Context: an optimization exercise on an open-source flow, tuned for small area, a short achievable clock period and few clock cycles. The choices shown serve that exercise and are no tape-out recipe.
Function was checked by simulation only, so behaviour that the tests miss may differ from the original.
Power is estimated from default activity; no workload was simulated.

==> run R: inputs <==
// worley_cell_noise_nearest
module worley_cell_noise_nearest #(
    parameter int TABLE_SIZE = 256,
    parameter int FRAC_BITS  = 16
) (
    input  logic         i_clk,
    input  logic         i_rst_n,
    input  logic         s_axis_tvalid,
    output logic         s_axis_tready,
    input  logic [111:0] s_axis_tdata,   
    input  logic [1:0]   s_axis_tuser,   
    output logic         m_axis_tvalid,
    input  logic         m_axis_tready,
    output logic [23:0]  m_axis_tdata    
);
==> flow/config.mk <==
export PLATFORM = sky130hd
export DESIGN_NAME = worley_cell_noise_nearest
export DESIGN_NICKNAME = worley_cell_noise_nearest
export VERILOG_FILES = /design/flow/design.v
export SDC_FILE = /design/flow/constraint.sdc
export NUM_CORES = 4
export LEC_CHECK = 0
export CAP_MARGIN = 20
export CORE_MARGIN = 2
export CORE_UTILIZATION = 40
export SLEW_MARGIN = 20
==> flow/constraint.sdc <==
create_clock -name core_clock -period 10.0 [get_ports {i_clk}]
set_input_delay 2.0000 -clock core_clock [delete_from_list [all_inputs] [get_ports {i_clk}]]
set_output_delay 2.0000 -clock core_clock [all_outputs]
set_load 0.01 [all_outputs]
run.sh (not shown) runs the stock make flow with config.mk's settings and CLKGATE_MAP_FILE= SYNTH_SCRIPT=/design/flow/synth_recipe.tcl, a recipe that flattens the netlist after the stock synthesis.
==> inputs of run A, as changes to run R <==
--- a/flow/design.v
+++ b/flow/design.v
@@ -34,22 +34,25 @@
         for (genvar b = 0; b < 8; b++) begin : g_bit
             assign w_d[b] = (((e >> b) % 2) == 1) ? w_d1[b] : w_d0[b];
         end
         always_ff @(posedge i_clk) begin
             if (w_en) r_tbl[8*e +: 8] <= w_d;
         end
     end
     for (genvar q = 0; q < 4; q++) begin : g_bank
-        logic [511:0] w_bank;
-        for (genvar r = 0; r < 64; r++) begin : g_row
-            assign w_bank[8*r +: 8] = r_tbl[8*(4*r+q) +: 8];
+        logic [7:0] w_rd;
+        always_comb begin
+            w_rd = '0;
+            for (int r = 0; r < 64; r++) begin
+                w_rd = w_rd | ({8{i_rows[6*q +: 6] == 6'(r)}} & r_tbl[8*(4*r+q) +: 8]);
+            end
         end
         always_ff @(posedge i_clk) begin
-            o_bank[8*q +: 8] <= w_bank[8*i_rows[6*q +: 6] +: 8];
+            o_bank[8*q +: 8] <= w_rd;
         end
     end
     assign o_t1 = r_tbl[8*1 +: 8];
     assign o_t2 = r_tbl[8*2 +: 8];
     assign o_t3 = r_tbl[8*3 +: 8];
 endmodule
 `timescale 1ns / 1ps
 module wcn_sqrt (
@@ -462,17 +465,17 @@
     input  logic [31:0] i_y,
     input  logic [31:0] i_z,
     input  logic [7:0]  i_tidx,
     input  logic [7:0]  i_tval,
     output logic        o_res_valid,
     output logic [19:0] o_res,
     input  logic        i_res_ready
 );
-    localparam int NFIFO = 2;           
+    localparam int NFIFO = 4;           
     localparam int CAP   = NFIFO + 1;   
     logic        w_acc, w_start, w_load;
     logic [15:0] r_whi, r_wlo;
     logic [7:0]  r_wval;
     assign w_acc   = i_valid && o_ready;
     assign w_start = w_acc && (i_mode == wcn_pkg::MODE_E2D || i_mode == wcn_pkg::MODE_E3D);
     assign w_load  = w_acc && (i_mode == wcn_pkg::MODE_LOAD);
     always_ff @(posedge i_clk) begin
@@ -502,17 +505,17 @@
         off  = inc ? hi[7:0] : hi[7:0] - 8'd1;
         prep = {off, inc, c[15:0],
                 ge2 | eq1 | eq0, ge2 | eq1, ge2, eqm1, eq0, eq1};
     endfunction
     logic [30:0] r_px, r_py, r_pz;       
     logic        r_act, r_3d, r_last;
     logic [1:0]  r_lvl, r_a, r_j, r_k;
     logic [5:0]  r_left;                 
-    logic [2:0]  r_cnt;                  
+    logic [3:0]  r_cnt;                  
     logic        r_cntok;
     logic        w_deliver;
     logic [7:0]  w_t1, w_t2, w_t3;
     logic [31:0] r_bank;
     logic [7:0]  r_l2 [3][3];            
     logic [7:0]  r_l3 [3][3];
     logic       w_m0_ffirst, w_m0_gfirst, w_m0_lastax, w_m0_lastwin;
     logic [1:0] w_m0_dst, w_m0_o;
@@ -779,43 +782,42 @@
         if (!i_rst_n) begin
             r_push <= 1'b0;
         end else begin
             r_push <= r_a_v && r_a_lastwin;
         end
         if (r_a_v) r_best <= w_best;
     end
     logic [36:0] r_fq [NFIFO];
-    logic [1:0]  r_fn;
+    logic [3:0]  r_fn;
     logic        w_push, w_pop;
     logic        w_sq_busy, w_sq_valid, w_sq_start;
     logic [19:0] w_root;
     logic        r_out_v;
     logic [19:0] r_out;
     assign w_push = r_push;
     assign w_deliver = w_sq_valid && !r_out_v;
-    assign w_sq_start = (r_fn != 2'd0) && !w_sq_busy && (!w_sq_valid || w_deliver);
+    assign w_sq_start = (r_fn != 4'd0) && !w_sq_busy && (!w_sq_valid || w_deliver);
     assign w_pop = w_sq_start;
     always_ff @(posedge i_clk) begin
         if (!i_rst_n) begin
             r_fn <= '0;
             r_cnt <= '0;
             r_cntok <= 1'b1;
             r_out_v <= 1'b0;
         end else begin
-            r_fn <= r_fn + 2'(w_push) - 2'(w_pop);
-            r_cnt <= r_cnt + 3'(w_start) - 3'(w_deliver);
-            r_cntok <= (r_cnt + 3'(w_start) - 3'(w_deliver)) < 3'(CAP);
+            r_fn <= r_fn + 4'(w_push) - 4'(w_pop);
+            r_cnt <= r_cnt + 4'(w_start) - 4'(w_deliver);
+            r_cntok <= (r_cnt + 4'(w_start) - 4'(w_deliver)) < 4'(CAP);
             if (w_deliver) r_out_v <= 1'b1;
             else if (i_res_ready) r_out_v <= 1'b0;
         end
-        if (w_pop) r_fq[0] <= r_fq[1];
-        if (w_push) begin
-            if (w_pop) r_fq[~r_fn[0]] <= r_best;
-            else r_fq[r_fn[0]] <= r_best;
+        for (int i = 0; i < NFIFO; i++) begin
+            if (w_push && 4'(i) == r_fn - 4'(w_pop)) r_fq[i] <= r_best;
+            else if (w_pop && i < NFIFO - 1) r_fq[i] <= r_fq[i + 1];
         end
         if (w_deliver) r_out <= w_root;
     end
     wcn_sqrt u_sqrt (
         .i_clk  (i_clk),
         .i_rst_n(i_rst_n),
         .i_start(w_sq_start),
         .i_value({3'b000, r_fq[0]}),
==> flow/flow/run.sh (new file) <==
#!/bin/bash
# Standard layout, with timing repair aimed further below the clock period.
bash standard.sh SETUP_SLACK_MARGIN=6.5 finish > standard.log 2>&1
==> flow/standard.sh (new file) <==
#!/bin/bash
# synth_recipe.tcl (not shown) runs the flow's synth.tcl, then flattens the netlist and writes it again
# the make line also repeats each setting of config.mk as NAME=value (left out here)
make -C /OpenROAD-flow-scripts/flow DESIGN_CONFIG=/design/flow/config.mk WORK_HOME=/design/flow/orfs CLKGATE_MAP_FILE= SYNTH_SCRIPT=/design/flow/synth_recipe.tcl "${@:-finish}"
- SETUP_SLACK_MARGIN: not set -> 5
removed: flow/run.sh
==> comparison table <==
	run A	run R
Result of the run	timing/DRC/antenna clean	timing/DRC/antenna clean
Number of clock buffers in the layout	450	442
Clock insertion delay at the later pin of the skew report	0.99 ns	0.93 ns
Count of non-filler cells in the finished layout	16900	15200
Int Power	0.0381 W	0.0352 W
R2R Setup Slk	6.13 ns	4.76 ns
Fraction of standard cell area in multi-input logic	0.327	0.336
Number of post-CTS setup repair buffers	157	0
Net Sw Power	0.0254 W	0.0208 W
Area of all placed cells without fillers	0.175 sq mm	0.166 sq mm
Critical Path Stages	16	14
Max-Slew Margin vs Limit	0.168	0.202
Post-detailed-routing wire length	532000 um	388000 um
Setup slack after placement	5.01 ns	4.81 ns
Testbench counts of run R, summed over its fixed seeds: cycles 11,944.
Testbench counts of run A, summed over its fixed seeds: cycles 11,093.

[static timing again, ports no longer ideal]
The flow's constraints put no driver on any port. The routed layouts listed below were extracted and timed again, unchanged, in two steps. Step 1, drivers: a clkbuf_16 drives i_clk and a buf_2 each remaining input, both assumed. Step 2, shift: input delay + t, output delay - t, t = (earliest + latest rising clock arrival at the registers) / 2. This alone moves slack from input paths to output paths. Three values: no drivers, after step 1, after step 2; two values: the first two.
run	shift t [ns]	setup slack, ns	hold WS [ns]	worst register clock-pin slew, ns	worst slew at a driven data input, ns
run R	1.002	4.760 / 4.760 / 4.760	0.326 / 0.326 / 0.326	0.07 / 0.07	0.22
run A	1.046	6.133 / 6.112 / 5.523	0.303 / 0.303 / 0.303	0.07 / 0.07	0.08
After both steps every run listed still meets setup and hold. For run A, which loses most, drivers alone change the setup slack by -0.021 ns; drivers and shift together by -0.610 ns.
